Background: an optimization exercise with open tools, aiming at small area, a short achievable clock period and few clock cycles per item. Do not read the settings as production practice.
Function was not checked in any run shown here: the RTL went through the layout flow alone.
Power is estimated from default activity; no workload was simulated.

File: flow/standard.sh
#!/bin/bash
# synth_recipe.tcl (not shown) runs the flow's synth.tcl, then flattens the netlist and writes it again
# the make line also repeats each setting of config.mk as NAME=value (left out here)
make -C /OpenROAD-flow-scripts/flow DESIGN_CONFIG=/design/flow/config.mk WORK_HOME=/design/flow/orfs CLKGATE_MAP_FILE= SYNTH_SCRIPT=/design/flow/synth_recipe.tcl "${@:-finish}"
File: flow/flow/run.sh
#!/bin/bash
# Standard layout, with the port buffers made as buf_1 cells instead of the
# delay-cell buffers buffer_ports picks by default.
cp standard.sh standard_sh.txt
export BUFFER_PORTS_ARGS="-buffer_cell sky130_fd_sc_hd__buf_1"
bash standard.sh > standard.log 2>&1
File: flow/design.v
package abump_pkg;
  localparam int ARENA_MAX_BYTES = 1048576;
  localparam int FUNC_W      = 3;
  localparam int OFF_W       = 21;
  localparam int ADDR_W      = 32;
  localparam int ALIGN_LOG_W = 4;
  localparam int ALIGN_W     = 15;
  localparam int STATUS_W    = 2;
  localparam int KIND_W      = 3;
  localparam logic [OFF_W-1:0] ARENA_MAX = OFF_W'(ARENA_MAX_BYTES);
  localparam logic [FUNC_W-1:0] FN_ALLOC     = 3'd0;
  localparam logic [FUNC_W-1:0] FN_ALLOC_NZ  = 3'd1;
  localparam logic [FUNC_W-1:0] FN_FREE      = 3'd2;
  localparam logic [FUNC_W-1:0] FN_FREE_ALL  = 3'd3;
  localparam logic [FUNC_W-1:0] FN_RESIZE    = 3'd4;
  localparam logic [FUNC_W-1:0] FN_RESIZE_NZ = 3'd5;
  localparam logic [FUNC_W-1:0] FN_SNAPSHOT  = 3'd6;
  localparam logic [FUNC_W-1:0] FN_RESTORE   = 3'd7;
  localparam logic [STATUS_W-1:0] ST_OK      = 2'd0;
  localparam logic [STATUS_W-1:0] ST_NO_MEM  = 2'd1;
  localparam logic [STATUS_W-1:0] ST_BAD_OLD = 2'd2;
  localparam logic [STATUS_W-1:0] ST_NO_FREE = 2'd3;
  localparam logic [KIND_W-1:0] K_BUMP    = 3'd0;
  localparam logic [KIND_W-1:0] K_FREE    = 3'd1;
  localparam logic [KIND_W-1:0] K_CLEAR   = 3'd2;
  localparam logic [KIND_W-1:0] K_SNAP    = 3'd3;
  localparam logic [KIND_W-1:0] K_LOAD    = 3'd4;
  localparam logic [KIND_W-1:0] K_RESIZE  = 3'd5;
  localparam logic [KIND_W-1:0] K_BAD_OLD = 3'd6;
  typedef struct packed {
    logic [KIND_W-1:0]  kind;
    logic               zeroed;
    logic [OFF_W-1:0]   size;
    logic [ALIGN_W-1:0] align_mask;
    logic [OFF_W-1:0]   old_off;
    logic [OFF_W-1:0]   old_len;
    logic               old_aligned;
    logic [OFF_W-1:0]   snap_cur;
    logic [OFF_W-1:0]   snap_prev;
  } abump_req_t;
  typedef struct packed {
    logic [STATUS_W-1:0] status;
    logic [ADDR_W-1:0]   addr;
    logic [OFF_W-1:0]    copy_len;
    logic [OFF_W-1:0]    clr_off;
    logic [OFF_W-1:0]    clr_len;
    logic [OFF_W-1:0]    cur_off;
    logic [OFF_W-1:0]    prev_off;
  } abump_rsp_t;
  typedef struct packed {
    logic empty;
    logic full;
  } abump_qstat_t;
  function automatic [OFF_W-1:0] usable_len(input [OFF_W-1:0] arena_len);
    usable_len = (arena_len < ARENA_MAX) ? arena_len : ARENA_MAX;
  endfunction
endpackage
module abump_add #(parameter int W = 8) (
  input  logic [W-1:0] a,
  input  logic [W-1:0] b,
  input  logic         ci,
  output logic [W-1:0] s,
  output logic [W:0]   cy
);
  localparam int L = (W < 2) ? 1 : (W < 4) ? 2 : (W < 8) ? 3 : (W < 16) ? 4 : (W < 32) ? 5 : 6;
  logic [L:0][W:0] g;
  logic [L:0][W:0] p;
  assign g[0][0] = ci;
  assign p[0][0] = 1'b0;
  for (genvar i = 0; i < W; i++) begin : g_pg
    assign g[0][i+1] = a[i] & b[i];
    assign p[0][i+1] = a[i] ^ b[i];
  end
  for (genvar l = 0; l < L; l++) begin : g_lvl
    for (genvar i = 0; i <= W; i++) begin : g_bit
      if ((i >> l) & 1) begin : g_join
        assign g[l+1][i] = g[l][i] | (p[l][i] & g[l][((i >> l) << l) - 1]);
        assign p[l+1][i] = p[l][i] & p[l][((i >> l) << l) - 1];
      end else begin : g_pass
        assign g[l+1][i] = g[l][i];
        assign p[l+1][i] = p[l][i];
      end
    end
  end
  for (genvar i = 0; i < W; i++) begin : g_sum
    assign s[i] = p[0][i+1] ^ g[L][i];
  end
  assign cy = g[L];
endmodule
module abump_csa #(parameter int W = 8) (
  input  logic [W-1:0] a,
  input  logic [W-1:0] b,
  input  logic [W-1:0] c,
  output logic [W-1:0] s,
  output logic [W-1:0] c2
);
  assign s  = a ^ b ^ c;
  assign c2 = (a & b) | (a & c) | (b & c);
endmodule
module arena_bump_allocator_core (
  input  logic                              clk,
  input  logic                              rst_n,
  input  logic                              cfg_valid,
  output logic                              cfg_ready,
  input  logic                              cfg_index,
  input  logic [abump_pkg::ADDR_W-1:0]      cfg_data,
  input  logic                              in_valid,
  output logic                              in_ready,
  input  logic [abump_pkg::FUNC_W-1:0]      in_func,
  input  logic [abump_pkg::OFF_W-1:0]       in_request_size,
  input  logic [abump_pkg::ALIGN_LOG_W-1:0] in_align_log2,
  input  logic [abump_pkg::ADDR_W-1:0]      in_old_address,
  input  logic [abump_pkg::OFF_W-1:0]       in_old_length,
  input  logic [abump_pkg::OFF_W-1:0]       in_snap_current,
  input  logic [abump_pkg::OFF_W-1:0]       in_snap_previous,
  output logic                              out_valid,
  input  logic                              out_ready,
  output logic [abump_pkg::STATUS_W-1:0]    out_status,
  output logic [abump_pkg::ADDR_W-1:0]      out_result_address,
  output logic [abump_pkg::OFF_W-1:0]       out_copy_length,
  output logic [abump_pkg::OFF_W-1:0]       out_clear_offset,
  output logic [abump_pkg::OFF_W-1:0]       out_clear_length,
  output logic [abump_pkg::OFF_W-1:0]       out_current_offset,
  output logic [abump_pkg::OFF_W-1:0]       out_previous_offset
);
  localparam int OW = abump_pkg::OFF_W;
  localparam int AW = abump_pkg::ALIGN_W;
  localparam int DW = abump_pkg::ADDR_W;
  logic [DW-1:0] base_r;
  logic [AW-1:0] nb_r;       
  logic [OW-1:0] usable_r;
  logic [OW-1:0] top_r, top_nxt;
  logic [OW-1:0] last_r, last_nxt;
  logic                           valid_r;
  logic [abump_pkg::STATUS_W-1:0] status_r, status_nxt;
  logic                           blk_r, blk_nxt;    
  logic                           clr_r, clr_nxt;    
  logic                           mv_r, mv_nxt;      
  logic [OW-1:0]                  copy_r;            
  logic [OW-1:0]                  clro_r;            
  logic [OW-1:0]                  clrl_r;            
  logic          acc;
  assign cfg_ready = 1'b1;
  assign in_ready  = !valid_r || out_ready;
  assign acc       = in_valid && in_ready;
  logic          f_alloc;    
  logic          f_free;
  logic          f_clear;    
  logic          f_resize;   
  logic          f_load;     
  logic          zeroed;
  logic          no_old;
  assign f_alloc  = in_func[2:1] == 2'b00;
  assign f_free   = in_func == abump_pkg::FN_FREE;
  assign f_clear  = in_func == abump_pkg::FN_FREE_ALL;
  assign f_resize = in_func[2:1] == 2'b10;
  assign f_load   = in_func == abump_pkg::FN_RESTORE;
  assign zeroed   = (in_func == abump_pkg::FN_ALLOC) || (in_func == abump_pkg::FN_RESIZE);
  assign no_old   = (in_old_address == '0) || (in_old_length == '0);
  logic [AW-1:0] mask;
  logic [AW:0]   gt;         
  logic          bump_inc;
  logic [OW:0]   run;        
  logic [OW:0]   boff;
  for (genvar j = 0; j < AW; j++) begin : g_mask
    assign mask[j] = (j < in_align_log2);
  end
  assign nb_r[0] = base_r[0];
  for (genvar j = 1; j < AW; j++) begin : g_nb
    assign nb_r[j] = base_r[j] ^ (|base_r[j-1:0]);
  end
  abump_add #(AW) u_gt (.a(top_r[AW-1:0]), .b(~nb_r), .ci(1'b0), .s(), .cy(gt));
  assign bump_inc = gt[in_align_log2];
  assign run[0] = 1'b1;
  for (genvar j = 1; j <= OW; j++) begin : g_run
    logic [j-1:0] bits;
    for (genvar i = 0; i < j; i++) begin : g_bit
      assign bits[i] = top_r[i] | ((i < AW) ? mask[i] : 1'b0);
    end
    assign run[j] = &bits;
  end
  for (genvar j = 0; j < OW; j++) begin : g_boff
    if (j < AW) begin : g_lo
      assign boff[j] = mask[j] ? nb_r[j] : (top_r[j] ^ (bump_inc & run[j]));
    end else begin : g_hi
      assign boff[j] = top_r[j] ^ (bump_inc & run[j]);
    end
  end
  assign boff[OW] = bump_inc & run[OW];
  logic [OW-1:0] room;
  logic [OW:0]   room_cy;
  abump_add #(OW) u_room (.a(usable_r), .b(~in_request_size), .ci(1'b1), .s(room), .cy(room_cy));
  logic          sel_ip;
  logic [OW:0]   xoff;
  logic [OW-1:0] cand;
  logic [OW+1:0] fx_cy;
  logic          fit;
  assign xoff = sel_ip ? {1'b0, last_r} : boff;
  abump_add #(OW) u_cand (.a(xoff[OW-1:0]), .b(in_request_size), .ci(1'b0), .s(cand), .cy());
  abump_add #(OW+1) u_fit (.a({1'b0, room}), .b(~xoff), .ci(1'b1), .s(), .cy(fx_cy));
  assign fit = room_cy[OW] && fx_cy[OW+1];
  logic [DW-1:0] blk_addr;   
  logic          below;      
  logic          in_arena;   
  logic          bad;
  logic          in_place;
  abump_add #(DW) u_blk (.a(base_r), .b({11'b0, last_r}), .ci(1'b0), .s(blk_addr), .cy());
  logic [DW:0] bl_cy;
  abump_add #(DW) u_below (.a(in_old_address), .b(~base_r), .ci(1'b1), .s(), .cy(bl_cy));
  assign below = !bl_cy[DW];
  logic [DW+1:0] in_s, in_c, in_sum;
  abump_csa #(DW+2) u_in_csa (.a({2'b0, in_old_address}), .b(~{2'b0, base_r}),
                              .c(~{13'b0, usable_r}), .s(in_s), .c2(in_c));
  abump_add #(DW+2) u_in (.a(in_s), .b({in_c[DW:0], 1'b1}), .ci(1'b1), .s(in_sum), .cy());
  assign in_arena = in_sum[DW+1];
  assign bad      = below || !in_arena;
  logic [OW-1:0] ip_x, ip_p, ip_q, ip_e;
  assign ip_x = base_r[OW-1:0] ^ last_r;
  assign ip_p = ip_x ^ {base_r[OW-2:0] & last_r, 1'b0};   
  assign ip_q = ip_x ^ {base_r[OW-2:0] | last_r, 1'b0};   
  assign ip_e[0] = in_old_address[0] ^ ip_x[0];
  for (genvar i = 1; i < OW; i++) begin : g_ip
    assign ip_e[i] = in_old_address[i] ^ (in_old_address[i-1] ? ip_p[i] : ip_q[i]);
  end
  assign in_place = (ip_e == '0) && ((in_old_address[AW-1:0] & mask) == '0);
  logic [OW-1:0] tail;
  logic [OW:0]   tl_cy;
  logic          grows;
  abump_add #(OW) u_tail (.a(in_request_size), .b(~in_old_length), .ci(1'b1), .s(tail), .cy(tl_cy));
  assign grows = tl_cy[OW] && (tail != '0);
  logic [OW-1:0] cstart;
  abump_add #(OW) u_cstart (.a(last_r), .b(in_old_length), .ci(1'b0), .s(cstart), .cy());
  logic rs_bump;    
  logic rs_bad;
  logic rs_ip;      
  logic rs_mv;      
  logic do_bump;
  logic take_b;
  logic take_ip;
  assign sel_ip  = f_resize && !no_old && in_place;
  assign rs_bump = f_resize && no_old;
  assign rs_bad  = f_resize && !no_old && bad;
  assign rs_ip   = f_resize && !no_old && !bad && in_place;
  assign rs_mv   = f_resize && !no_old && !bad && !in_place;
  assign do_bump = f_alloc || rs_bump || rs_mv;
  assign take_b  = do_bump && fit;
  assign take_ip = rs_ip && fit;
  always_comb begin
    if (take_b || take_ip) top_nxt = cand;
    else if (f_clear) top_nxt = '0;
    else if (f_load)  top_nxt = in_snap_current;
    else              top_nxt = top_r;
    if (take_b)       last_nxt = boff[OW-1:0];
    else if (f_clear) last_nxt = '0;
    else if (f_load)  last_nxt = in_snap_previous;
    else              last_nxt = last_r;
    if (f_free)                                        status_nxt = abump_pkg::ST_NO_FREE;
    else if (rs_bad)                                   status_nxt = abump_pkg::ST_BAD_OLD;
    else if ((do_bump || rs_ip) && !fit)               status_nxt = abump_pkg::ST_NO_MEM;
    else                                               status_nxt = abump_pkg::ST_OK;
    blk_nxt = take_b || take_ip;
    clr_nxt = zeroed && (take_b || (take_ip && grows));
    mv_nxt  = rs_mv && fit;
  end
  always_ff @(posedge clk) begin
    if (!rst_n) begin
      base_r   <= '0;
      usable_r <= '0;
      top_r    <= '0;
      last_r   <= '0;
      valid_r  <= 1'b0;
    end else begin
      if (cfg_valid) begin
        if (cfg_index) begin
          usable_r <= abump_pkg::usable_len(cfg_data[OW-1:0]);
        end else begin
          base_r <= cfg_data;
        end
      end
      if (acc) begin
        top_r  <= top_nxt;
        last_r <= last_nxt;
      end
      valid_r <= acc || (valid_r && !out_ready);
    end
  end
  always_ff @(posedge clk) begin
    if (acc) begin
      status_r <= status_nxt;
      blk_r    <= blk_nxt;
      clr_r    <= clr_nxt;
      mv_r     <= mv_nxt;
      copy_r   <= grows ? in_old_length : in_request_size;
      clro_r   <= rs_ip ? cstart : boff[OW-1:0];
      clrl_r   <= rs_ip ? tail : in_request_size;
    end
  end
  assign out_valid           = valid_r;
  assign out_status          = status_r;
  assign out_result_address  = blk_r ? blk_addr : '0;
  assign out_copy_length     = mv_r  ? copy_r : '0;
  assign out_clear_offset    = clr_r ? clro_r : '0;
  assign out_clear_length    = clr_r ? clrl_r : '0;
  assign out_current_offset  = top_r;
  assign out_previous_offset = last_r;
endmodule
File: flow/config.mk
export PLATFORM = sky130hd
export DESIGN_NAME = arena_bump_allocator_core
export DESIGN_NICKNAME = arena_bump_allocator_core
export VERILOG_FILES = /design/flow/design.v
export SDC_FILE = /design/flow/constraint.sdc
export NUM_CORES = 4
export LEC_CHECK = 0
export CAP_MARGIN = 20
export CORE_MARGIN = 2
export CORE_UTILIZATION = 65
export SETUP_SLACK_MARGIN = 2.5
export SLEW_MARGIN = 20
export TNS_END_PERCENT = 100
File: flow/constraint.sdc
create_clock -name core_clock -period 9.0 [get_ports {clk}]
set_input_delay 1.8000 -clock core_clock [delete_from_list [all_inputs] [get_ports {clk}]]
set_output_delay 1.8000 -clock core_clock [all_outputs]
set_load 0.01 [all_outputs]
==> results of run 1 <==
==> cell usage in the layout, fill, tap and decap left out, types with 9 or more instances in the layout <==
cell and instances:
a211oi_1 23, a211oi_2 9, a21boi_0 51, a21o_1 61, a21oi_1 108, a21oi_2 10, a31o_2 9, a31oi_1 10
and2_1 98, and3_1 17, buf_1 292, buf_4 62, clkbuf_16 18, dfxtp_1 94, edfxtp_1 68, fa_1 50
ha_1 229, inv_1 180, mux2i_1 31, nand2_1 254, nand2b_1 21, nand3_1 35, nand4_1 30, nor2_1 88
nor2b_1 35, nor3_1 34, nor3b_1 24, nor4_1 13, o211ai_1 11, o21a_1 24, o21ai_0 78, or2_2 10
or3_1 12, xnor2_1 69, xor2_1 56
==> cell families after synthesis <==
| kind of cell | after synthesis | synth area share (%) |
|---|---|---|
| other | 1 | 0.0207 |
| AOI/OAI and AO/OA | 500 | 19.3 |
| and+or+nand+nor | 743 | 21.3 |
| xor gates and xnor gates | 138 | 7.34 |
| DFF | 164 | 21.9 |
| buffers and inverters | 275 | 6.06 |
| muxes | 42 | 2.38 |
| adders and majority gates | 285 | 21.8 |
==> stage by stage <==
| step | power [mW] | instances | setup WS, ps | hold WS (ps) |
|---|---|---|---|---|
| 6_report | 2.73 | 2855 | 2410 | 495 |
| 5_1_grt | 2.84 | 2855 | 2190 | 531 |
| 4_1_cts | 2.64 | 2830 | 2420 | 494 |
| 3_5_place_dp | 1.79 | 2753 | 1350 | 483 |
| 3_3_place_gp | 1.76 | 2753 | 1400 | 475 |
| 2_1_floorplan | 1.50 | 2148 | 2490 | 460 |
==> cell type report <==
| class | instances | area [µm²] | share of cell area, % |
|---|---|---|---|
| Clock buffer | 17 | 425 | 1.99 |
| Clock inverter | 15 | 193 | 0.902 |
| Inverter | 186 | 701 | 3.28 |
| Multi-Input combinational cell | 1714 | 13700 | 64.1 |
| Sequential cell | 164 | 3970 | 18.6 |
| Tap cell | 378 | 473 | 2.21 |
| Timing Repair Buffer | 381 | 1900 | 8.91 |
==> worst paths after layout <==
kind,to,cells past startpoint,slack [ps],start
setup / recovery,last_r[20]$_SDFFE_PN0P_,36,2410,base_r[1]$_SDFFE_PN0P_
hold / removal,base_r[14]$_SDFFE_PN0P_,2,500,base_r[14]$_SDFFE_PN0P_
setup reg to reg,last_r[20]$_SDFFE_PN0P_,36,2410,base_r[1]$_SDFFE_PN0P_
hold reg to reg,base_r[14]$_SDFFE_PN0P_,2,500,base_r[14]$_SDFFE_PN0P_
==> routing by layer <==
layer	up-vias	wire, µm	global-route usage, %
li1	8215	-	-
met1	8450	25000	55.7
met2	1085	27800	65.7
met3	217	6460	7.91
met4	0	3600	20.0
met5	-	0	0
==> worst max-delay path, delay by kind of cell (launching register included) <==
family                   cells  cell delay [ps]
XOR/XNOR                     1              190
AO/OA/AOI/OAI               13             2520
AND/OR/NAND/NOR             15             2180
flip-flops                   1              330
buffers and inverters        4              530
adder cells (fa/ha/maj)      3              750
==> power by group through the flow <==
stage / combinational [mW] / sequential [mW] / clock, mW
after floorplan: 0.629 / 0.873 / 0
after global placement: 0.872 / 0.892 / 0
after detailed placement: 0.893 / 0.894 / 0
after CTS: 0.957 / 0.878 / 0.810
after global routing: 1.12 / 0.882 / 0.839
final: 1.03 / 0.879 / 0.815
==> registers in the layout (all words and copies together) (netlist names) <==
name / cells
base_r: 32
blk_r: 1
clr_r: 1
clrl_r: 21
clro_r: 21
copy_r: 21
last_r: 21
mv_r: 1
status_r: 2
top_r: 21
usable_r: 21
valid_r: 1
==> timing repair <==
item	in CTS	in global routing
resized for setup	78	73
cloned	6	1
endpoints found under the setup margin	53	75
pin swaps	52	51
hold endpoints to repair	0	0
setup buffers	39	22
==> impl_metrics.yaml, run 1 <==
power:
  p_leak_nw: 9.21
  power_switching_mw: 1.03
  internal_power_mw: 1.70
  power_frac_seq_pct: 32.2
  p_comb_share_pct: 37.9
  swShare_pct: 37.7
  ir_drop_v: 0.000180
  clockPowerShare_pct: 29.9
  pwr_density_cell_nw_per_um2: 128
setup_path:
  critPathLaunchType: "flip-flop"
  worstSetupEndpointType: "flip-flop"
  cp.required_ps: 9360
  slowest_delay_ps: 370
  crit_path_max_fanout: 5
  critPathArrivalTime_ps: 6950
  path_class: "reg -> reg"
  worst_path_max_delay_cell: "ha_1"
clock_tree:
  holdBufCountCts: 0
  clk_pin_slew_ps: 80
  cts_inserted_buffers: 17
  ctsRootBufferMaster: "clkbuf_16"
  clockBufferDepth: 2
  clock_sinks: 164
  cts_tree: "yes"
  clkLatencyLatePin_ps: 480
  htreeDepth: 4
placement:
  io_buffers: 301
  gp_congestion: 0.997
  placed_area_um2: 19500
  hpwl_um: 46600
synthesis:
  synthTopCellsByArea: "ha_1 (16%), edfxtp_1 (11%), dfxtp_1 (11%)"
  synth_edf_count: 68
  synthArstFlopShare_pct: 0
  ys_ff_latch: 164
  ys.flop_type: "dfxtp_1"
  yosysWarnings: 1
  syn_area_um2: 18100
  yosysSeqAreaShare_pct: 21.9
  synthCells: 2148
  synth_top_area_share_pct: 16.1
  yosysMostFrequentCell: "nand2_1"
  syn-mean-instance-area_um2: 8.42
  synth_largest_area_cell: "ha_1"
  ys_types: 91
  ys_top_cells_by_count: "nand2_1 (257), ha_1 (233), inv_1 (186), a21oi_1 (118), and2_1 (99)"
  synth_nets: 2592
timing:
  worst_pin_slew_ps: 1130
  min_period_over_period_pct: 73.3
  fin_crit_ps: 6590
  hold_viol: 0
  finalSetupViolCount: 0
  drv_slew: 0
  max_slew_margin_pct: 24.4
  fmax_mhz: 152
  fin_setup_tns_ps: 0
  clock_skew_ps: 25.0
  grt_setup_unrepaired: "yes"
global_routing:
  antenna_found_initial: 0
  grt_use_total_pct: 41.8
  grt_max_degree: 99
  grt_pass1_wl_um: 92300
  grt_pass1_vias: 16400
  gr-total-overflow: 0
routing:
  final_antenna_net_count: 0
  wire_per_inst_um: 22.0
  drtPass1Iterations: 6
  vias: 18000
  wl_um: 62800
  via_per_inst: 6.29
  drt_iter0_drc: 1926
  drc_errors: 0
flow_run:
  drv_cap: 0
floorplan:
  start_util_pct: 65.5
  die_h_um: 171
  fp.dieW_um: 171
  die_area_um2: 29200
  num_rows: 61
  ios: 303
  core_um2: 27600
status:
  status: "no timing/DRC/antenna violations"
final_layout:
  finalCoreUtilization_pct: 77.3
  syn2layout_area_growth_pct: 18.0
  nets: 2908
  fill_cells: 2087
  final_cell_area_um2: 21400
  drive_above_1_share_pct: 10.7
  diodes: 0
min_path:
  hold_path_class: "reg -> reg"
==> inputs of run 2 (changes only) <==
--- a/flow/design.v
+++ b/flow/design.v
@@ -62,7 +62,7 @@
   output logic [W-1:0] s,
   output logic [W:0]   cy
 );
-  localparam int L = (W < 2) ? 1 : (W < 4) ? 2 : (W < 8) ? 3 : (W < 16) ? 4 : (W < 32) ? 5 : 6;
+  localparam int L = $clog2(W + 1);
   logic [L:0][W:0] g;
   logic [L:0][W:0] p;
   assign g[0][0] = ci;
@@ -127,15 +127,20 @@
   localparam int AW = abump_pkg::ALIGN_W;
   localparam int DW = abump_pkg::ADDR_W;
   logic [DW-1:0] base_r;
-  logic [AW-1:0] nb_r;       
+  logic [AW-1:0] nb_r, nb_nxt;
   logic [OW-1:0] usable_r;
-  logic [OW-1:0] top_r, top_nxt;
-  logic [OW-1:0] last_r, last_nxt;
+  logic [OW-1:0] top_a_r, top_b_r, top_b_nxt;
+  logic [OW-1:0] last_a_r, last_b_r, last_b_nxt;
+  logic          fit_r;
+  logic [OW-1:0] top_r;
+  logic [OW-1:0] last_r;
   logic                           valid_r;
-  logic [abump_pkg::STATUS_W-1:0] status_r, status_nxt;
-  logic                           blk_r, blk_nxt;    
-  logic                           clr_r, clr_nxt;    
-  logic                           mv_r, mv_nxt;      
+  logic [abump_pkg::STATUS_W-1:0] status_r, status_nxt;   
+  logic                           bump_r;            
+  logic                           ipok_r, ipok_nxt;  
+  logic                           zb_r;              
+  logic                           clrip_r, clrip_nxt;  
+  logic                           mv_r;              
   logic [OW-1:0]                  copy_r;            
   logic [OW-1:0]                  clro_r;            
   logic [OW-1:0]                  clrl_r;            
@@ -165,9 +170,9 @@
   for (genvar j = 0; j < AW; j++) begin : g_mask
     assign mask[j] = (j < in_align_log2);
   end
-  assign nb_r[0] = base_r[0];
+  assign nb_nxt[0] = cfg_data[0];
   for (genvar j = 1; j < AW; j++) begin : g_nb
-    assign nb_r[j] = base_r[j] ^ (|base_r[j-1:0]);
+    assign nb_nxt[j] = cfg_data[j] ^ (|cfg_data[j-1:0]);
   end
   abump_add #(AW) u_gt (.a(top_r[AW-1:0]), .b(~nb_r), .ci(1'b0), .s(), .cy(gt));
   assign bump_inc = gt[in_align_log2];
@@ -190,21 +195,24 @@
   logic [OW-1:0] room;
   logic [OW:0]   room_cy;
   abump_add #(OW) u_room (.a(usable_r), .b(~in_request_size), .ci(1'b1), .s(room), .cy(room_cy));
-  logic          sel_ip;
-  logic [OW:0]   xoff;
-  logic [OW-1:0] cand;
-  logic [OW+1:0] fx_cy;
-  logic          fit;
-  assign xoff = sel_ip ? {1'b0, last_r} : boff;
-  abump_add #(OW) u_cand (.a(xoff[OW-1:0]), .b(in_request_size), .ci(1'b0), .s(cand), .cy());
-  abump_add #(OW+1) u_fit (.a({1'b0, room}), .b(~xoff), .ci(1'b1), .s(), .cy(fx_cy));
-  assign fit = room_cy[OW] && fx_cy[OW+1];
+  logic [OW-1:0] cand_b;
+  logic [OW+1:0] fb_cy;
+  logic          fit_b;
+  abump_add #(OW) u_cand_b (.a(boff[OW-1:0]), .b(in_request_size), .ci(1'b0), .s(cand_b), .cy());
+  abump_add #(OW+1) u_fit_b (.a({1'b0, room}), .b(~boff), .ci(1'b1), .s(), .cy(fb_cy));
+  assign fit_b = room_cy[OW] && fb_cy[OW+1];
+  logic [OW-1:0] cand_ip;
+  logic [OW:0]   fi_cy;
+  logic          fit_ip;
+  abump_add #(OW) u_cand_ip (.a(last_r), .b(in_request_size), .ci(1'b0), .s(cand_ip), .cy());
+  abump_add #(OW) u_fit_ip (.a(room), .b(~last_r), .ci(1'b1), .s(), .cy(fi_cy));
+  assign fit_ip = room_cy[OW] && fi_cy[OW];
   logic [DW-1:0] blk_addr;   
   logic          below;      
   logic          in_arena;   
   logic          bad;
   logic          in_place;
-  abump_add #(DW) u_blk (.a(base_r), .b({11'b0, last_r}), .ci(1'b0), .s(blk_addr), .cy());
+  abump_add #(DW) u_blk (.a(base_r), .b({11'b0, last_a_r}), .ci(1'b0), .s(blk_addr), .cy());
   logic [DW:0] bl_cy;
   abump_add #(DW) u_below (.a(in_old_address), .b(~base_r), .ci(1'b1), .s(), .cy(bl_cy));
   assign below = !bl_cy[DW];
@@ -237,37 +245,38 @@
   logic do_bump;
   logic take_b;
   logic take_ip;
-  assign sel_ip  = f_resize && !no_old && in_place;
   assign rs_bump = f_resize && no_old;
   assign rs_bad  = f_resize && !no_old && bad;
   assign rs_ip   = f_resize && !no_old && !bad && in_place;
   assign rs_mv   = f_resize && !no_old && !bad && !in_place;
   assign do_bump = f_alloc || rs_bump || rs_mv;
-  assign take_b  = do_bump && fit;
-  assign take_ip = rs_ip && fit;
+  assign take_b  = do_bump && fit_b;
+  assign take_ip = rs_ip && fit_ip;
+  assign top_r  = fit_r ? top_a_r : top_b_r;
+  assign last_r = fit_r ? last_a_r : last_b_r;
   always_comb begin
-    if (take_b || take_ip) top_nxt = cand;
-    else if (f_clear) top_nxt = '0;
-    else if (f_load)  top_nxt = in_snap_current;
-    else              top_nxt = top_r;
-    if (take_b)       last_nxt = boff[OW-1:0];
-    else if (f_clear) last_nxt = '0;
-    else if (f_load)  last_nxt = in_snap_previous;
-    else              last_nxt = last_r;
-    if (f_free)                                        status_nxt = abump_pkg::ST_NO_FREE;
-    else if (rs_bad)                                   status_nxt = abump_pkg::ST_BAD_OLD;
-    else if ((do_bump || rs_ip) && !fit)               status_nxt = abump_pkg::ST_NO_MEM;
-    else                                               status_nxt = abump_pkg::ST_OK;
-    blk_nxt = take_b || take_ip;
-    clr_nxt = zeroed && (take_b || (take_ip && grows));
-    mv_nxt  = rs_mv && fit;
+    if (take_ip)      top_b_nxt = cand_ip;
+    else if (f_clear) top_b_nxt = '0;
+    else if (f_load)  top_b_nxt = in_snap_current;
+    else              top_b_nxt = top_r;
+    if (f_clear)      last_b_nxt = '0;
+    else if (f_load)  last_b_nxt = in_snap_previous;
+    else              last_b_nxt = last_r;
+    if (f_free)                     status_nxt = abump_pkg::ST_NO_FREE;
+    else if (rs_bad)                status_nxt = abump_pkg::ST_BAD_OLD;
+    else if (rs_ip && !fit_ip)      status_nxt = abump_pkg::ST_NO_MEM;
+    else                            status_nxt = abump_pkg::ST_OK;
+    ipok_nxt  = take_ip;
+    clrip_nxt = take_ip && zeroed && grows;
   end
   always_ff @(posedge clk) begin
     if (!rst_n) begin
       base_r   <= '0;
+      nb_r     <= '0;
       usable_r <= '0;
-      top_r    <= '0;
-      last_r   <= '0;
+      top_b_r  <= '0;
+      last_b_r <= '0;
+      fit_r    <= 1'b0;
       valid_r  <= 1'b0;
     end else begin
       if (cfg_valid) begin
@@ -275,32 +284,42 @@
           usable_r <= abump_pkg::usable_len(cfg_data[OW-1:0]);
         end else begin
           base_r <= cfg_data;
+          nb_r   <= nb_nxt;
         end
       end
       if (acc) begin
-        top_r  <= top_nxt;
-        last_r <= last_nxt;
+        top_b_r  <= top_b_nxt;
+        last_b_r <= last_b_nxt;
+        fit_r    <= take_b;
       end
       valid_r <= acc || (valid_r && !out_ready);
     end
   end
   always_ff @(posedge clk) begin
     if (acc) begin
+      top_a_r  <= cand_b;
+      last_a_r <= rs_ip ? last_r : boff[OW-1:0];
       status_r <= status_nxt;
-      blk_r    <= blk_nxt;
-      clr_r    <= clr_nxt;
-      mv_r     <= mv_nxt;
+      bump_r   <= do_bump;
+      ipok_r   <= ipok_nxt;
+      zb_r     <= zeroed;
+      clrip_r  <= clrip_nxt;
+      mv_r     <= rs_mv;
       copy_r   <= grows ? in_old_length : in_request_size;
       clro_r   <= rs_ip ? cstart : boff[OW-1:0];
       clrl_r   <= rs_ip ? tail : in_request_size;
     end
   end
   assign out_valid           = valid_r;
-  assign out_status          = status_r;
-  assign out_result_address  = blk_r ? blk_addr : '0;
-  assign out_copy_length     = mv_r  ? copy_r : '0;
-  assign out_clear_offset    = clr_r ? clro_r : '0;
-  assign out_clear_length    = clr_r ? clrl_r : '0;
+  logic blk_o, clr_o, mv_o;
+  assign blk_o = (bump_r && fit_r) || ipok_r;
+  assign clr_o = (bump_r && fit_r && zb_r) || clrip_r;
+  assign mv_o  = bump_r && fit_r && mv_r;
+  assign out_status          = !bump_r ? status_r : (fit_r ? abump_pkg::ST_OK : abump_pkg::ST_NO_MEM);
+  assign out_result_address  = blk_o ? blk_addr : '0;
+  assign out_copy_length     = mv_o  ? copy_r : '0;
+  assign out_clear_offset    = clr_o ? clro_r : '0;
+  assign out_clear_length    = clr_o ? clrl_r : '0;
   assign out_current_offset  = top_r;
   assign out_previous_offset = last_r;
 endmodule
==> flow/run.sh (new file) <==
#!/bin/bash
# synth_recipe.tcl (not shown) runs the flow's synth.tcl, then flattens the netlist and writes it again
# the make line also repeats each setting of config.mk as NAME=value (left out here)
make -C /OpenROAD-flow-scripts/flow DESIGN_CONFIG=/design/flow/config.mk WORK_HOME=/design/flow/orfs CLKGATE_MAP_FILE= SYNTH_SCRIPT=/design/flow/synth_recipe.tcl finish
--- a/flow/config.mk
+++ b/flow/config.mk
@@ -7,7 +7,7 @@
 export LEC_CHECK = 0
 export CAP_MARGIN = 20
 export CORE_MARGIN = 2
-export CORE_UTILIZATION = 65
-export SETUP_SLACK_MARGIN = 2.5
+export CORE_UTILIZATION = 40
+export SETUP_SLACK_MARGIN = 3.0
 export SLEW_MARGIN = 20
 export TNS_END_PERCENT = 100
removed: flow/flow/run.sh
removed: flow/standard.sh
==> run 2 against run 1 <==
  * Register-to-register slack gained 830 ps
  * Combinational power is 18% higher
  * Sequential power increased by 37%
  * Count of clock-buffer cells in the layout rose by 29
  * Fmax up 12%
  * First-iteration DRC count is 25% lower
  * Via count increased by 9.7%
  * Global-route usage decreased by 13 points
  * Non-clock buffer count decreased by 26
  * Sequential cell count is 59 higher
==> impl_metrics.yaml, run 2 <==
power:
  p_leak_nw: 11.5
  ir_drop_v: 0.000136
  pwr_density_cell_nw_per_um2: 136
clock_tree:
  clock_sinks: 223
  clkLatencyLatePin_ps: 610
  clk_pin_slew_ps: 50
  cts_inserted_buffers: 31
  htreeDepth: 1
  clockBufferDepth: 3
  cts_tree: "yes"
  ctsRootBufferMaster: "clkbuf_16"
global_routing:
  grt_pass1_wl_um: 121000
  grt_max_degree: 92
  grt_pass1_vias: 19600
  gr-total-overflow: 0
  grt_use_total_pct: 28.5
  antenna_found_initial: 1
timing:
  fmax_mhz: 171
  finalSetupViolCount: 0
  grt_setup_unrepaired: "yes"
  hold_viol: 0
  fin_setup_tns_ps: 0
  worst_pin_slew_ps: 1180
  clock_skew_ps: 26.5
  fin_crit_ps: 5860
  drv_slew: 0
  max_slew_margin_pct: 20.8
  min_period_over_period_pct: 65.1
setup_path:
  r2r_cells: 24
  cp.required_ps: 7200
  crit_path_max_fanout: 5
  reg2reg_slack_ps: 3240
  r2r-start: "fit_r$_SDFFE_PN0P_"
  critPathLaunch: "last_a_r[1]$_DFFE_PP_"
  critPathArrivalTime_ps: 4060
  critPathLaunchType: "flip-flop"
  worstSetupEndpointType: "primary output"
  path_class: "reg -> out"
  endpoint: "out_result_address[30]"
  r2r-end: "top_a_r[20]$_DFFE_PP_"
floorplan:
  die_h_um: 236
  fp.dieW_um: 236
  ios: 303
  die_area_um2: 55500
  num_rows: 84
  start_util_pct: 40.6
  core_um2: 52800
placement:
  gp_congestion: 0.949
  hpwl_um: 63600
  io_buffers: 301
  placed_cells: 3399
routing:
  vias: 19700
  routed-wl-met2_um: 38900
  wire_per_inst_um: 23.4
  drtPass1Iterations: 7
  final_antenna_net_count: 0
  routedLengthMet1_um: 34800
  top_layer: "met4"
  via_per_inst: 5.64
  wl_um: 81800
  met3WireLength_um: 4340
  drt_iter0_drc: 1436
  drc_errors: 0
synthesis:
  ys_ff_latch: 223
  yosysMostFrequentCell: "ha_1"
  syn-mean-instance-area_um2: 8.61
  yosysWarnings: 1
  ys_types: 93
  synthArstFlopShare_pct: 0
  yosysSeqAreaShare_pct: 26.1
  synth_edf_count: 112
  synth_largest_area_cell: "ha_1"
  ys.flop_type: "edfxtp_1"
  synth_nets: 2985
  synth_top_area_share_pct: 16.9
  synthTopCellsByArea: "ha_1 (17%), edfxtp_1 (16%), dfxtp_1 (10%)"
  synthCells: 2491
  syn_area_um2: 21400
  ys_top_cells_by_count: "ha_1 (289), inv_1 (251), nand2_1 (199), nor2_1 (148), a21oi_1 (145)"
min_path:
  hold_path_class: "reg -> reg"
final_layout:
  nets: 3275
  final_cell_mix: "ha_1 (287), clkdlybuf4s50_1 (275), inv_1 (243)"
  largest_reg_flops: 31
  largest-register: "base_r"
  syn2layout_area_growth_pct: 25.9
  regArea_um2: 5590
  multi_input_area_um2: 15000
  mostFrequentLayoutCell: "ha_1"
  fin_cells: 3494
  fill_cells: 5107
  drive_above_1_share_pct: 7.81
flow_run:
  drv_cap: 0
status:
  status: "no timing/DRC/antenna violations"
==> run 2: final cells by class <==
type | instances | share of cell area, %
Tap cell | 688 | 3.19
Clock buffer | 46 | 3.35
Inverter | 253 | 3.55
Clock inverter | 11 | 0.417
Timing Repair Buffer | 355 | 13.2
Multi-Input combinational cell | 1917 | 55.6
Antenna cell | 1 | 0.00927
Sequential cell | 223 | 20.7
==> run 2: how the worst min path moves through the flow <==
stage / startpoint / end / slack (ps) / depth (start not counted)
floorplan: nb_r[5]$_SDFFE_PN0P_ / nb_r[5]$_SDFFE_PN0P_ / 440 / 2
global placement: nb_r[9]$_SDFFE_PN0P_ / nb_r[9]$_SDFFE_PN0P_ / 450 / 2
detailed placement: nb_r[9]$_SDFFE_PN0P_ / nb_r[9]$_SDFFE_PN0P_ / 460 / 2
CTS: nb_r[9]$_SDFFE_PN0P_ / nb_r[9]$_SDFFE_PN0P_ / 470 / 2
global route: nb_r[9]$_SDFFE_PN0P_ / nb_r[9]$_SDFFE_PN0P_ / 490 / 2
finish: nb_r[9]$_SDFFE_PN0P_ / nb_r[9]$_SDFFE_PN0P_ / 460 / 2
==> run 2: what timing repair did <==
item	CTS	global route
hold buffers	0	0
endpoints found under the setup margin	121	70
cloned	3	2
resized for setup	81	72
setup buffers	18	12
pin swaps	10	15
==> run 2: kinds of logic (layout without fill, tap and decap cells) <==
logic type | count (synthesis) | in the layout | synth area share, %
buffers and inverters | 354 | 665 | 6.36
AND/OR/NAND/NOR | 765 | 767 | 17.9
other | 1 | 2 | 0.0175
multiplexers | 87 | 87 | 4.18
adder cells (fa/ha/maj) | 334 | 334 | 21.0
AO/OA/AOI/OAI | 565 | 566 | 17.8
XOR/XNOR | 162 | 162 | 6.62
flip-flops | 223 | 223 | 26.1
==> run 2: routing by layer <==
layer,up-vias,GRT usage (%)
li1,9408,-
met1,9513,36.4
met2,615,48.8
met3,167,3.49
met4,0,11.7
met5,-,0
==> run 2: where the power goes <==
group	internal, mW	leakage (nW)	total [mW]	switching, mW
clock	0.748	0.503	1.26	0.511
sequential	1.15	2.01	1.20	0.0474
combinational	0.519	8.97	1.22	0.698
total	2.42	11.5	3.68	1.26
==> run 2: worst max-delay path, cell delays in order, from the launching register on <==
cell	delay, ps
edfxtp_1	460
ha_1	320
a21o_1	130
a21o_4	140
a2111oi_4	90
nor3_2	270
nor3_2	60
buf_4	160
nor4b_4	300
o21ai_4	110
a2111oi_4	290
buf_4	210
nand4_1	120
xnor2_1	160
nor2_1	100
clkdlybuf4s50_1	540
==> run 2: per-stage QoR <==
step / setup slack [ps] / util, % / hold slack (ps) / cell area (µm²) / power (mW)
final: 3140 / 51.2 / 464 / 27000 / 3.68
after global routing: 2960 / 51.2 / 489 / 27000 / 3.85
after CTS: 2920 / 50.4 / 466 / 26600 / 3.66
after detailed placement: 1320 / 47.6 / 459 / 25100 / 2.36
after global placement: 1480 / 47.6 / 453 / 25100 / 2.34
after floorplan: 3060 / - / 441 / 21400 / 1.92
==> inputs of run 3 (changes only) <==
==> flow/flow/run.sh (new file) <==
#!/bin/bash
# Standard layout, with the port buffers made as buf_2 cells instead of the
# delay-cell buffers buffer_ports picks by default.
cp standard.sh standard_sh.txt
export BUFFER_PORTS_ARGS="-buffer_cell sky130_fd_sc_hd__buf_2"
bash standard.sh > standard.log 2>&1
==> flow/standard.sh (new file) <==
#!/bin/bash
# synth_recipe.tcl (not shown) runs the flow's synth.tcl, then flattens the netlist and writes it again
# the make line also repeats each setting of config.mk as NAME=value (left out here)
make -C /OpenROAD-flow-scripts/flow DESIGN_CONFIG=/design/flow/config.mk WORK_HOME=/design/flow/orfs CLKGATE_MAP_FILE= SYNTH_SCRIPT=/design/flow/synth_recipe.tcl "${@:-finish}"
--- a/flow/config.mk
+++ b/flow/config.mk
@@ -8,6 +8,6 @@
 export CAP_MARGIN = 20
 export CORE_MARGIN = 2
 export CORE_UTILIZATION = 40
-export SETUP_SLACK_MARGIN = 3.0
+export SETUP_SLACK_MARGIN = 3.5
 export SLEW_MARGIN = 20
 export TNS_END_PERCENT = 100
removed: flow/run.sh
==> run 3 against run 2 <==
  * Area after synthesis did not move
  * Combinational power barely moved
  * Synthesized cell count did not move
  * Global-route usage fell by 0.48 points
  * Count of clock-buffer cells in the layout fell by 5
  * Utilization fell by 0.24 points
  * Non-clock buffer count rose by 54
  * Largest cell class unchanged
==> impl_metrics.yaml, run 3 <==
status:
  status: "no timing/DRC/antenna violations"
final_layout:
  largest-register: "base_r"
  regArea_um2: 5590
  drive_above_1_share_pct: 22.8
  syn2layout_area_growth_pct: 25.3
  fill_cells: 5040
  mostFrequentLayoutCell: "buf_2"
  largest_reg_flops: 31
  final_cell_mix: "buf_2 (297), ha_1 (273), inv_1 (237)"
  multi_input_area_um2: 15700
  nets: 3328
  finalCoreUtilization_pct: 50.9
global_routing:
  grt_use_total_pct: 28.1
  grt_pass1_wl_um: 120000
  grt_pass1_vias: 19500
  gr-total-overflow: 0
  grt_max_degree: 97
  antenna_found_initial: 5
setup_path:
  reg2reg_slack_ps: 3490
  critPathLaunchType: "primary input"
  slowest_delay_ps: 470
  timing.critical_path.cells: "buf_12 -> clkinvlp_4 -> ha_4 -> nor2b_4 -> o21a_1 -> or2_2 -> fa_1 -> xnor2_2 -> inv_1 -> ha_1 -> a21o_1 -> a21oi_1 -> o21ai_1 -> a211oi_2 -> o21a_1 -> a2bb2oi_2 -> nand3b_1 -> nand3_4 -> buf_12 -> clkbuf_16 -> o2111ai_2 -> o211ai_1"
  critPathLaunch: "in_request_size[1]"
  path_class: "in -> reg"
  cp.required_ps: 9520
  crit_path_max_fanout: 8
  worst_path_max_delay_cell: "fa_1"
  worstSetupEndpointType: "flip-flop"
  r2r-start: "fit_r$_SDFFE_PN0P_"
  critPathArrivalTime_ps: 6090
  r2r-end: "top_b_r[11]$_SDFFE_PN0P_"
  crit_family: "compound AO/OA/AOI/OAI gates"
  path_buf_inv: 5
  r2r_cells: 17
  endpoint: "top_b_r[15]$_SDFFE_PN0P_"
  cp.depth: 22
routing:
  drc_errors: 0
  vias: 20100
  wire_per_inst_um: 23.5
  drtPass1Iterations: 5
  via_per_inst: 5.67
  drt_iter0_drc: 1584
  final_antenna_net_count: 0
  wl_um: 83600
clock_tree:
  holdBufCountCts: 0
  clkLatencyLatePin_ps: 600
  clockBufferDepth: 3
  clk_pin_slew_ps: 60
  cts_inserted_buffers: 31
  htreeDepth: 1
  ctsRootBufferMaster: "clkbuf_16"
  clock_sinks: 223
  cts_tree: "yes"
power:
  ir_drop_v: 0.000138
  pwr_density_cell_nw_per_um2: 140
  p_leak_nw: 12.1
  p_total_mw: 3.76
floorplan:
  fp.dieW_um: 236
  die_h_um: 236
  ios: 303
  die_area_um2: 55500
  core_um2: 52800
  start_util_pct: 40.6
  num_rows: 84
placement:
  io_buffers: 301
  gp_congestion: 0.957
  hpwl_um: 62800
flow_run:
  drv_cap: 0
synthesis:
  syn-mean-instance-area_um2: 8.61
  synth_largest_area_cell: "ha_1"
  yosysSeqAreaShare_pct: 26.1
  synth_top_area_share_pct: 16.9
  ys_top_cells_by_count: "ha_1 (289), inv_1 (251), nand2_1 (199), nor2_1 (148), a21oi_1 (145)"
  synth_nets: 2985
  synthCells: 2491
  syn_area_um2: 21400
  yosysWarnings: 1
  synthArstFlopShare_pct: 0
  synth_edf_count: 112
  yosysMostFrequentCell: "ha_1"
  ys_types: 93
  ys.flop_type: "edfxtp_1"
  ys_ff_latch: 223
  synthTopCellsByArea: "ha_1 (17%), edfxtp_1 (16%), dfxtp_1 (10%)"
min_path:
  hold_path_class: "reg -> reg"
timing:
  drv_slew: 0
  max_slew_margin_pct: 12.3
  grt_setup_unrepaired: "yes"
  fmax_mhz: 179
  fin_setup_tns_ps: 0
  clock_skew_ps: 23.1
  fin_crit_ps: 5570
  hold_viol: 0
  worst_pin_slew_ps: 1300
  min_period_over_period_pct: 61.9
  finalSetupViolCount: 0
[run 3: what timing repair did]
action | 4_1_cts | 5_1_grt
buffers inserted | 37 | 43
endpoints found under the setup margin | 122 | 79
cloned | 2 | 9
pin swaps | 29 | 94
resized for setup | 86 | 138
endpoints found under the hold margin | 0 | 0
[run 3: layout make-up]
| type | count | area share [%] |
|---|---|---|
| clock buffers | 41 | 3.18 |
| inverters | 253 | 3.61 |
| flip-flops and latches | 223 | 20.8 |
| repair buffers | 409 | 9.88 |
| clock inverters | 16 | 0.871 |
| diodes | 5 | 0.0466 |
| multi-input cells | 1916 | 58.4 |
| well taps | 688 | 3.20 |
[run 3: tightest hold or removal path, stage by stage, from the launching register on]
cell and delay [ps]:
dfxtp_1 310, nand2_1 50, a21boi_0 60
[run 3: logic make-up (layout without fill, tap and decap cells)]
kind of cell / count (synthesis) / count (layout) / synth area share, %
DFF: 223 / 223 / 26.1
and+or+nand+nor: 765 / 767 / 17.9
xor gates and xnor gates: 162 / 162 / 6.62
adders and majority gates: 334 / 334 / 21.0
other: 1 / 6 / 0.0175
buffers and inverters: 354 / 719 / 6.36
AOI/OAI and AO/OA: 565 / 565 / 17.8
muxes: 87 / 87 / 4.18
[run 3: metal layers]
metal	part of all wire [%]	track usage, %
met1	42	35.2
met2	48	49.0
met3	5.5	3.79
met4	4.4	10.2
met5	0	0
[run 3: where the power goes]
| part | leakage, nW | switching, mW | total [mW] | internal [mW] |
|---|---|---|---|---|
| logic | 9.55 | 0.727 | 1.22 | 0.494 |
| registers | 2.01 | 0.0515 | 1.21 | 1.15 |
| clock network | 0.534 | 0.505 | 1.34 | 0.831 |
| total | 12.1 | 1.28 | 3.76 | 2.48 |
[run 3: stage by stage]
| step | cells | worst slack, ps | hold WS, ps | instance area (µm²) |
|---|---|---|---|---|
| 2_1_floorplan | 2491 | 3390 | 441 | 21600 |
| 3_3_place_gp | 3395 | 1800 | 458 | 23700 |
| 3_5_place_dp | 3396 | 1670 | 461 | 23700 |
| 4_1_cts | 3492 | 3430 | 466 | 25500 |
| 5_1_grt | 3548 | 3310 | 494 | 26900 |
| 6_report | 3551 | 3430 | 466 | 26900 |
[run 3: how the worst min path moves through the flow]
stage	cells after the start	to	from	slack (ps)
after floorplan	2	nb_r[5]$_SDFFE_PN0P_	nb_r[5]$_SDFFE_PN0P_	440
after global placement	2	nb_r[9]$_SDFFE_PN0P_	nb_r[9]$_SDFFE_PN0P_	460
after detailed placement	2	nb_r[9]$_SDFFE_PN0P_	nb_r[9]$_SDFFE_PN0P_	460
after CTS	2	nb_r[9]$_SDFFE_PN0P_	nb_r[9]$_SDFFE_PN0P_	470
after global routing	2	nb_r[5]$_SDFFE_PN0P_	nb_r[5]$_SDFFE_PN0P_	490
final	2	nb_r[9]$_SDFFE_PN0P_	nb_r[9]$_SDFFE_PN0P_	470
==> inputs of run 4 (changes only) <==
--- a/flow/config.mk
+++ b/flow/config.mk
@@ -8,6 +8,6 @@
 export CAP_MARGIN = 20
 export CORE_MARGIN = 2
 export CORE_UTILIZATION = 40
-export SETUP_SLACK_MARGIN = 3.5
+export SETUP_SLACK_MARGIN = 2.5
 export SLEW_MARGIN = 20
 export TNS_END_PERCENT = 100
==> run 4 against run 3 <==
  * Via count down 3.4%
  * Setup slack worse by 780 ps
  * Hold slack better by 8.6 ps
  * Global-route usage fell by 0.41 points
  * Critical path depth shrank 1
  * Cell area shrank 8.1%
  * Final cell count shrank 2.7%
  * Area after synthesis stayed put
  * First-iteration DRC count shrank 5.8%
  * Synthesized cell count is the same
  * Fmax is 12% lower
  * Utilization shrank 4.1 points
  * Critical path type unchanged
  * Largest cell class unchanged
==> impl_metrics.yaml, run 4 <==
clock_tree:
  clock_sinks: 223
  clkLatencyLatePin_ps: 600
  cts_inserted_buffers: 30
  ctsRootBufferMaster: "clkbuf_16"
  clockBufferDepth: 3
  htreeDepth: 1
  cts_tree: "yes"
  clk_pin_slew_ps: 60
synthesis:
  yosysWarnings: 1
  yosysSeqAreaShare_pct: 26.1
  ys_types: 93
  synthTopCellsByArea: "ha_1 (17%), edfxtp_1 (16%), dfxtp_1 (10%)"
  yosysMostFrequentCell: "ha_1"
  syn-mean-instance-area_um2: 8.61
  synth_nets: 2985
  ys.flop_type: "edfxtp_1"
  synth_top_area_share_pct: 16.9
  ys_ff_latch: 223
  synthCells: 2491
  synth_edf_count: 112
  synthArstFlopShare_pct: 0
  synth_largest_area_cell: "ha_1"
  syn_area_um2: 21400
  ys_top_cells_by_count: "ha_1 (289), inv_1 (251), nand2_1 (199), nor2_1 (148), a21oi_1 (145)"
setup_path:
  crit_path_max_fanout: 13
  r2r-start: "fit_r$_SDFFE_PN0P_"
  worstSetupEndpointType: "flip-flop"
  cpMostUsedCell: "a21o_1"
  r2r-end: "top_a_r[20]$_DFFE_PP_"
  timing.critical_path.cells: "buf_2 -> inv_1 -> o2111ai_1 -> o21bai_1 -> nand4_1 -> nor4_4 -> nand2_1 -> nand2_1 -> xnor2_1 -> o31ai_2 -> ha_1 -> a21o_1 -> a211oi_2 -> o31ai_1 -> o221ai_2 -> nand4b_1 -> a31oi_1 -> a21o_1 -> a21o_1 -> a21oi_1 -> xnor2_1"
  critPathArrivalTime_ps: 6710
  cp.required_ps: 9350
  r2r_cells: 23
  path_class: "in -> reg"
  critPathLaunchType: "primary input"
  reg2reg_slack_ps: 2740
  slowest_delay_ps: 530
  worst_path_max_delay_cell: "nor4_4"
floorplan:
  num_rows: 84
  fp.dieW_um: 236
  die_h_um: 236
  core_um2: 52800
  ios: 303
  die_area_um2: 55500
  start_util_pct: 40.6
min_path:
  hold_path_class: "reg -> reg"
  hp-start: "nb_r[5]$_SDFFE_PN0P_"
  whs_endpoint: "nb_r[5]$_SDFFE_PN0P_"
  holdPathStages: 2
timing:
  fin_crit_ps: 6360
  drv_slew: 0
  fmax_mhz: 157
  min_period_over_period_pct: 70.6
  clock_skew_ps: 22.1
  worst_pin_slew_ps: 1080
  fin_setup_tns_ps: 0
  grt_setup_unrepaired: "yes"
  setup_slack_ps: 2640
  max_slew_margin_pct: 28.2
  finalSetupViolCount: 0
  finalHoldWorstSlack_ps: 474
  hold_viol: 0
routing:
  drt_iter0_drc: 1492
  wire_per_inst_um: 22.9
  vias: 19500
  drtPass1Iterations: 8
  wl_um: 79000
  drc_errors: 0
  via_per_inst: 5.63
  final_antenna_net_count: 0
final_layout:
  largest_reg_flops: 31
  final_cell_mix: "buf_2 (299), ha_1 (289), inv_1 (251)"
  finalCoreUtilization_pct: 46.8
  largest-register: "base_r"
  final_cell_area_um2: 24700
  nets: 3236
  syn2layout_area_growth_pct: 15.2
  drive_above_1_share_pct: 15.4
  fin_cells: 3454
  mostFrequentLayoutCell: "buf_2"
placement:
  hpwl_um: 63200
  io_buffers: 301
  gp_congestion: 0.949
  pre_cts_slack_ps: 1770
  placed_cells: 3396
  placed_area_um2: 23600
global_routing:
  antenna_found_initial: 1
  grt_use_total_pct: 27.7
  met3_usage_pct: 3.28
  grtUsageMet2_pct: 48.6
  gr-total-overflow: 0
  grt-busiest-layer: "met2"
  grt_max_degree: 109
  grt_pass1_wl_um: 118000
  grt_util_met1_pct: 35.1
  grt_pass1_vias: 19100
flow_run:
  drv_cap: 0
status:
  status: "no timing/DRC/antenna violations"
power:
  pwr_density_cell_nw_per_um2: 142
  ir_drop_v: 0.000139
  p_total_mw: 3.51
  p_leak_nw: 11.3
run 4: cell types whose count changed in the layout (fill, tap and decap cells not counted), moves of 9 or more:
cell	delta
buf_6	-9
a21oi_1	+13
nor3_4	-11
nand3_1	+11
mux2i_1	+9
ha_1	+16
buf_4	-66
mux2i_4	-11
inv_1	+14
a21oi_2	-10
nand3_2	-9
inv_2	-10
ha_4	-14
nor3_1	+12
run 4: cell families (layout without fill, tap and decap cells):
logic type / count (synthesis) / after routing / synth area share [%]
XOR/XNOR: 162 / 162 / 6.62
AND/OR/NAND/NOR: 765 / 765 / 17.9
buffers and inverters: 354 / 628 / 6.36
adder cells (fa/ha/maj): 334 / 334 / 21.0
AO/OA/AOI/OAI: 565 / 565 / 17.8
other: 1 / 2 / 0.0175
multiplexers: 87 / 87 / 4.18
flip-flops: 223 / 223 / 26.1
run 4: metal layers:
metal | part of all wire [%] | up-vias | wire length, µm
met1 | 42 | 9466 | 33500
met4 | 3.3 | 0 | 2630
met2 | 49 | 547 | 38900
met5 | 0 | - | 0
li1 | - | 9316 | -
met3 | 5.0 | 125 | 3960
run 4: area by class of cell:
type | instances | area, µm²
Tap cell | 688 | 861
Sequential cell | 223 | 5590
Clock buffer | 40 | 818
Clock inverter | 15 | 164
Antenna cell | 1 | 2.50
Inverter | 253 | 955
Fill cell | 5250 | 28100
Multi-Input combinational cell | 1914 | 14600
Timing Repair Buffer | 320 | 1670
run 4: critical path: cells and delay by family:
| kind | cells | cell delay, ps |
|---|---|---|
| AO/OA/AOI/OAI | 11 | 2610 |
| AND/OR/NAND/NOR | 5 | 1240 |
| XOR/XNOR | 2 | 160 |
| adder cells (fa/ha/maj) | 1 | 330 |
| buffers and inverters | 2 | 530 |
run 4: worst max-delay path by stage:
stage,from,end,slack (ps),cells past startpoint
after floorplan,out_ready,top_b_r[10]$_SDFFE_PN0P_,2970,5
after global placement,in_align_log2[0],top_a_r[20]$_DFFE_PP_,1900,21
after detailed placement,in_align_log2[0],top_a_r[20]$_DFFE_PP_,1770,21
after CTS,fit_r$_SDFFE_PN0P_,top_a_r[20]$_DFFE_PP_,2430,23
after global routing,in_align_log2[0],top_a_r[20]$_DFFE_PP_,2340,21
final,in_align_log2[0],top_a_r[20]$_DFFE_PP_,2640,21
run 4: where the power goes:
part           internal (mW)  switching, mW  total (mW)
clock network          0.720          0.498        1.22
registers               1.15         0.0456        1.20
logic                  0.428          0.668        1.10
total                   2.30           1.21        3.51
run 4: timing repair:
| action | 4_1_cts | 5_1_grt |
|---|---|---|
| setup buffers | 0 | 1 |
| pin swaps | 0 | 1 |
| setup endpoints to repair | 16 | 35 |
| hold buffers | 0 | 0 |
| resized for setup | 6 | 18 |
==> inputs of run 5 (changes only) <==
--- a/flow/design.v
+++ b/flow/design.v
@@ -55,7 +55,7 @@
     usable_len = (arena_len < ARENA_MAX) ? arena_len : ARENA_MAX;
   endfunction
 endpackage
-module abump_add #(parameter int W = 8) (
+module abump_add #(parameter int W = 8, parameter bit FAST = 1'b0) (
   input  logic [W-1:0] a,
   input  logic [W-1:0] b,
   input  logic         ci,
@@ -73,7 +73,10 @@
   end
   for (genvar l = 0; l < L; l++) begin : g_lvl
     for (genvar i = 0; i <= W; i++) begin : g_bit
-      if ((i >> l) & 1) begin : g_join
+      if (FAST && i >= (1 << l)) begin : g_ks
+        assign g[l+1][i] = g[l][i] | (p[l][i] & g[l][i - (1 << l)]);
+        assign p[l+1][i] = p[l][i] & p[l][i - (1 << l)];
+      end else if (!FAST && ((i >> l) & 1)) begin : g_join
         assign g[l+1][i] = g[l][i] | (p[l][i] & g[l][((i >> l) << l) - 1]);
         assign p[l+1][i] = p[l][i] & p[l][((i >> l) << l) - 1];
       end else begin : g_pass
@@ -136,10 +139,8 @@
   logic [OW-1:0] last_r;
   logic                           valid_r;
   logic [abump_pkg::STATUS_W-1:0] status_r, status_nxt;   
-  logic                           bump_r;            
-  logic                           ipok_r, ipok_nxt;  
-  logic                           zb_r;              
-  logic                           clrip_r, clrip_nxt;  
+  logic                           grow_r;            
+  logic                           clr_r;             
   logic                           mv_r;              
   logic [OW-1:0]                  copy_r;            
   logic [OW-1:0]                  clro_r;            
@@ -194,7 +195,7 @@
   assign boff[OW] = bump_inc & run[OW];
   logic [OW-1:0] room;
   logic [OW:0]   room_cy;
-  abump_add #(OW) u_room (.a(usable_r), .b(~in_request_size), .ci(1'b1), .s(room), .cy(room_cy));
+  abump_add #(OW, 1) u_room (.a(usable_r), .b(~in_request_size), .ci(1'b1), .s(room), .cy(room_cy));
   logic [OW-1:0] cand_b;
   logic [OW+1:0] fb_cy;
   logic          fit_b;
@@ -216,11 +217,13 @@
   logic [DW:0] bl_cy;
   abump_add #(DW) u_below (.a(in_old_address), .b(~base_r), .ci(1'b1), .s(), .cy(bl_cy));
   assign below = !bl_cy[DW];
-  logic [DW+1:0] in_s, in_c, in_sum;
-  abump_csa #(DW+2) u_in_csa (.a({2'b0, in_old_address}), .b(~{2'b0, base_r}),
-                              .c(~{13'b0, usable_r}), .s(in_s), .c2(in_c));
-  abump_add #(DW+2) u_in (.a(in_s), .b({in_c[DW:0], 1'b1}), .ci(1'b1), .s(in_sum), .cy());
-  assign in_arena = in_sum[DW+1];
+  logic [DW-1:0] limit;
+  logic [DW:0]   lim_cy;
+  logic [DW+1:0] in_cy;
+  abump_add #(DW) u_limit (.a(base_r), .b({11'b0, usable_r}), .ci(1'b0), .s(limit), .cy(lim_cy));
+  abump_add #(DW+1) u_in (.a({1'b0, in_old_address}), .b(~{lim_cy[DW], limit}), .ci(1'b1),
+                          .s(), .cy(in_cy));
+  assign in_arena = !in_cy[DW+1];
   assign bad      = below || !in_arena;
   logic [OW-1:0] ip_x, ip_p, ip_q, ip_e;
   assign ip_x = base_r[OW-1:0] ^ last_r;
@@ -255,8 +258,7 @@
   assign top_r  = fit_r ? top_a_r : top_b_r;
   assign last_r = fit_r ? last_a_r : last_b_r;
   always_comb begin
-    if (take_ip)      top_b_nxt = cand_ip;
-    else if (f_clear) top_b_nxt = '0;
+    if (f_clear)      top_b_nxt = '0;
     else if (f_load)  top_b_nxt = in_snap_current;
     else              top_b_nxt = top_r;
     if (f_clear)      last_b_nxt = '0;
@@ -264,10 +266,7 @@
     else              last_b_nxt = last_r;
     if (f_free)                     status_nxt = abump_pkg::ST_NO_FREE;
     else if (rs_bad)                status_nxt = abump_pkg::ST_BAD_OLD;
-    else if (rs_ip && !fit_ip)      status_nxt = abump_pkg::ST_NO_MEM;
     else                            status_nxt = abump_pkg::ST_OK;
-    ipok_nxt  = take_ip;
-    clrip_nxt = take_ip && zeroed && grows;
   end
   always_ff @(posedge clk) begin
     if (!rst_n) begin
@@ -290,20 +289,18 @@
       if (acc) begin
         top_b_r  <= top_b_nxt;
         last_b_r <= last_b_nxt;
-        fit_r    <= take_b;
+        fit_r    <= take_b || take_ip;
       end
       valid_r <= acc || (valid_r && !out_ready);
     end
   end
   always_ff @(posedge clk) begin
     if (acc) begin
-      top_a_r  <= cand_b;
+      top_a_r  <= rs_ip ? cand_ip : cand_b;
       last_a_r <= rs_ip ? last_r : boff[OW-1:0];
       status_r <= status_nxt;
-      bump_r   <= do_bump;
-      ipok_r   <= ipok_nxt;
-      zb_r     <= zeroed;
-      clrip_r  <= clrip_nxt;
+      grow_r   <= do_bump || rs_ip;
+      clr_r    <= zeroed && (!rs_ip || grows);
       mv_r     <= rs_mv;
       copy_r   <= grows ? in_old_length : in_request_size;
       clro_r   <= rs_ip ? cstart : boff[OW-1:0];
@@ -312,10 +309,10 @@
   end
   assign out_valid           = valid_r;
   logic blk_o, clr_o, mv_o;
-  assign blk_o = (bump_r && fit_r) || ipok_r;
-  assign clr_o = (bump_r && fit_r && zb_r) || clrip_r;
-  assign mv_o  = bump_r && fit_r && mv_r;
-  assign out_status          = !bump_r ? status_r : (fit_r ? abump_pkg::ST_OK : abump_pkg::ST_NO_MEM);
+  assign blk_o = fit_r;
+  assign clr_o = fit_r && clr_r;
+  assign mv_o  = fit_r && mv_r;
+  assign out_status          = !grow_r ? status_r : (fit_r ? abump_pkg::ST_OK : abump_pkg::ST_NO_MEM);
   assign out_result_address  = blk_o ? blk_addr : '0;
   assign out_copy_length     = mv_o  ? copy_r : '0;
   assign out_clear_offset    = clr_o ? clro_r : '0;
--- a/flow/config.mk
+++ b/flow/config.mk
@@ -8,6 +8,6 @@
 export CAP_MARGIN = 20
 export CORE_MARGIN = 2
 export CORE_UTILIZATION = 40
-export SETUP_SLACK_MARGIN = 2.5
+export SETUP_SLACK_MARGIN = 3.5
 export SLEW_MARGIN = 20
 export TNS_END_PERCENT = 100
==> run 5 against run 4 <==
  * Final cell count increased by 6.5%
  * Cell area rose by 14%
  * Sequential power barely moved
  * Setup slack better by 520 ps
  * Synthesized cell count is 3.2% higher
  * Clock power decreased by 6%
  * Non-clock buffer count is 139 higher
  * Critical path type is now reg -> out
  * Largest cell class unchanged
==> impl_metrics.yaml, run 5 <==
global_routing:
  gr-total-overflow: 0
  antenna_found_initial: 2
  grt_max_degree: 88
  grt_use_total_pct: 29.9
  grt_pass1_wl_um: 128000
  grt_pass1_vias: 20500
timing:
  finalHoldWorstSlack_ps: 477
  fin_crit_ps: 5840
  worst_pin_slew_ps: 1030
  finalSetupViolCount: 0
  clock_skew_ps: 38.8
  grt_setup_unrepaired: "yes"
  hold_viol: 0
  max_slew_margin_pct: 31.1
  fin_setup_tns_ps: 0
  drv_slew: 0
  fmax_mhz: 171
  min_period_over_period_pct: 64.9
floorplan:
  core_um2: 54000
  die_area_um2: 56700
  ios: 303
  die_h_um: 238
  fp.dieW_um: 238
  start_util_pct: 40.6
  num_rows: 85
clock_tree:
  clock_sinks: 221
  clk_pin_slew_ps: 60
  cts_tree: "yes"
  holdBufCountCts: 0
  clockBufferDepth: 3
  ctsRootBufferMaster: "clkbuf_16"
  cts_inserted_buffers: 29
  clkLatencyLatePin_ps: 620
  htreeDepth: 1
placement:
  gp_congestion: 0.942
  placed_cells: 3477
  io_buffers: 301
  hpwl_um: 65500
synthesis:
  ys.flop_type: "dfxtp_1"
  yosysWarnings: 1
  synth_largest_area_cell: "ha_1"
  synthArstFlopShare_pct: 0
  synthTopCellsByArea: "ha_1 (17%), edfxtp_1 (15%), dfxtp_1 (10%)"
  synth_nets: 3054
  synth_edf_count: 110
  syn_area_um2: 21900
  ys_types: 89
  synthCells: 2570
  yosysSeqAreaShare_pct: 25.2
  yosysMostFrequentCell: "ha_1"
  ys_top_cells_by_count: "ha_1 (299), nand2_1 (232), inv_1 (204), a21oi_1 (158), o21ai_0 (140)"
  syn-mean-instance-area_um2: 8.53
  ys_ff_latch: 221
  synth_top_area_share_pct: 17.1
final_layout:
  regArea_um2: 5540
  largest-register: "base_r"
  final_cell_mix: "buf_2 (293), ha_1 (286), nand2_1 (209)"
  fin_cells: 3677
  diodes: 0
  fill_cells: 5127
  mostFrequentLayoutCell: "buf_2"
  largest_reg_flops: 31
  syn2layout_area_growth_pct: 28.2
  drive_above_1_share_pct: 26.2
  finalCoreUtilization_pct: 52.0
  nets: 3443
  multi_input_area_um2: 16700
routing:
  routedLengthMet1_um: 37800
  drtPass1Iterations: 6
  wire_per_inst_um: 24.2
  final_antenna_net_count: 0
  via_per_inst: 5.83
  drc_errors: 0
  top_layer: "met5"
  vias: 21400
  drt_iter0_drc: 1519
  wl_um: 89100
  routed-wl-met2_um: 42400
  met3WireLength_um: 5030
setup_path:
  timing.critical_path.cells: "ha_1 -> a21o_1 -> a21o_1 -> a2111oi_4 -> o21ai_2 -> o311a_1 -> o211ai_1 -> a21bo_2 -> a211oi_4 -> nor2_4 -> buf_12 -> o21ai_2 -> a21boi_1 -> buf_2"
  crit_path_max_fanout: 7
  worst_path_max_delay_cell: "a2111oi_4"
  critPathLaunchType: "flip-flop"
  slowest_delay_ps: 470
  critPathLaunch: "last_a_r[1]$_DFFE_PP_"
  critPathArrivalTime_ps: 4040
  worstSetupEndpointType: "primary output"
  path_class: "reg -> out"
  cp.required_ps: 7200
  r2r-start: "usable_r[0]$_SDFFE_PN0P_"
  crit_family: "compound AO/OA/AOI/OAI gates"
  reg2reg_slack_ps: 3400
  path_buf_inv: 2
power:
  ir_drop_v: 0.000178
  pwr_density_cell_nw_per_um2: 130
  p_leak_nw: 13.0
status:
  status: "no timing/DRC/antenna violations"
flow_run:
  drv_cap: 0
min_path:
  hp-start: "nb_r[2]$_SDFFE_PN0P_"
  hold_path_class: "reg -> reg"
[run 5: cell types whose count changed after synthesis, sizes merged, moves of 12 or more]
cell / change
and3: +64
inv: -48
nor2b: -44
o21ai: +34
nand2: +33
nor2: -31
o211a: +22
fa: -20
xnor2: +19
o211ai: +18
a211oi: +13
a21oi: +13
buf: +13
a21boi: +12
[run 5: path summary, 6_finish.rpt]
check / end / cells past startpoint
setup reg to reg: top_a_r[20]$_DFFE_PP_ / 25
hold reg to reg: nb_r[2]$_SDFFE_PN0P_ / 2
hold / removal: nb_r[2]$_SDFFE_PN0P_ / 2
setup / recovery: out_result_address[27] / 14
[run 5: worst min-delay path, cell delays in order (launching register included)]
cell      delay, ps
dfxtp_1         310
nand2_1          50
a21boi_0         70
[run 5: where the power goes]
part | leakage, nW | switching, mW | internal, mW
Clock | 0.426 | 0.516 | 0.630
Sequential | 2.00 | 0.0644 | 1.15
Combinational | 10.6 | 0.757 | 0.533
[run 5: cells by family after synthesis]
group / after synthesis / share of synthesized area, %
buf+inv: 316 / 5.64
mux: 83 / 3.92
other cells: 1 / 0.0171
compound gates: 656 / 20.4
simple gates: 788 / 18.2
fa+ha+maj: 324 / 19.3
xor+xnor: 181 / 7.23
flops: 221 / 25.2
[run 5: metal layers]
metal / vias to the layer above / global-route usage, %
met2: 766 / 50.8
met5: - / 0
met4: 4 / 11.7
li1: 10100 / -
met3: 163 / 4.11
met1: 10400 / 38.5
[run 5: layout make-up]
class / count / area share [%]
Sequential cell: 221 / 19.7
Clock inverter: 17 / 0.481
Tap cell: 696 / 3.10
Timing Repair Buffer: 459 / 11.8
Multi-Input combinational cell: 2043 / 59.3
Clock buffer: 36 / 2.71
Inverter: 205 / 2.81
[run 5: per-stage QoR]
stage                     instance area [µm²]  setup slack (ps)  total power, mW
after floorplan                         21900              3170             1.95
after global placement                  24000              1660             2.29
after detailed placement                24000              1540             2.31
after CTS                               26600              3140             3.56
after global routing                    28100              2990             3.83
final                                   28100              3160             3.65
[run 5: what timing repair did]
action,CTS,global route
setup buffers,74,54
pin swaps,77,78
gates resized for setup,189,236
gates cloned,12,6
setup endpoints to repair,131,125
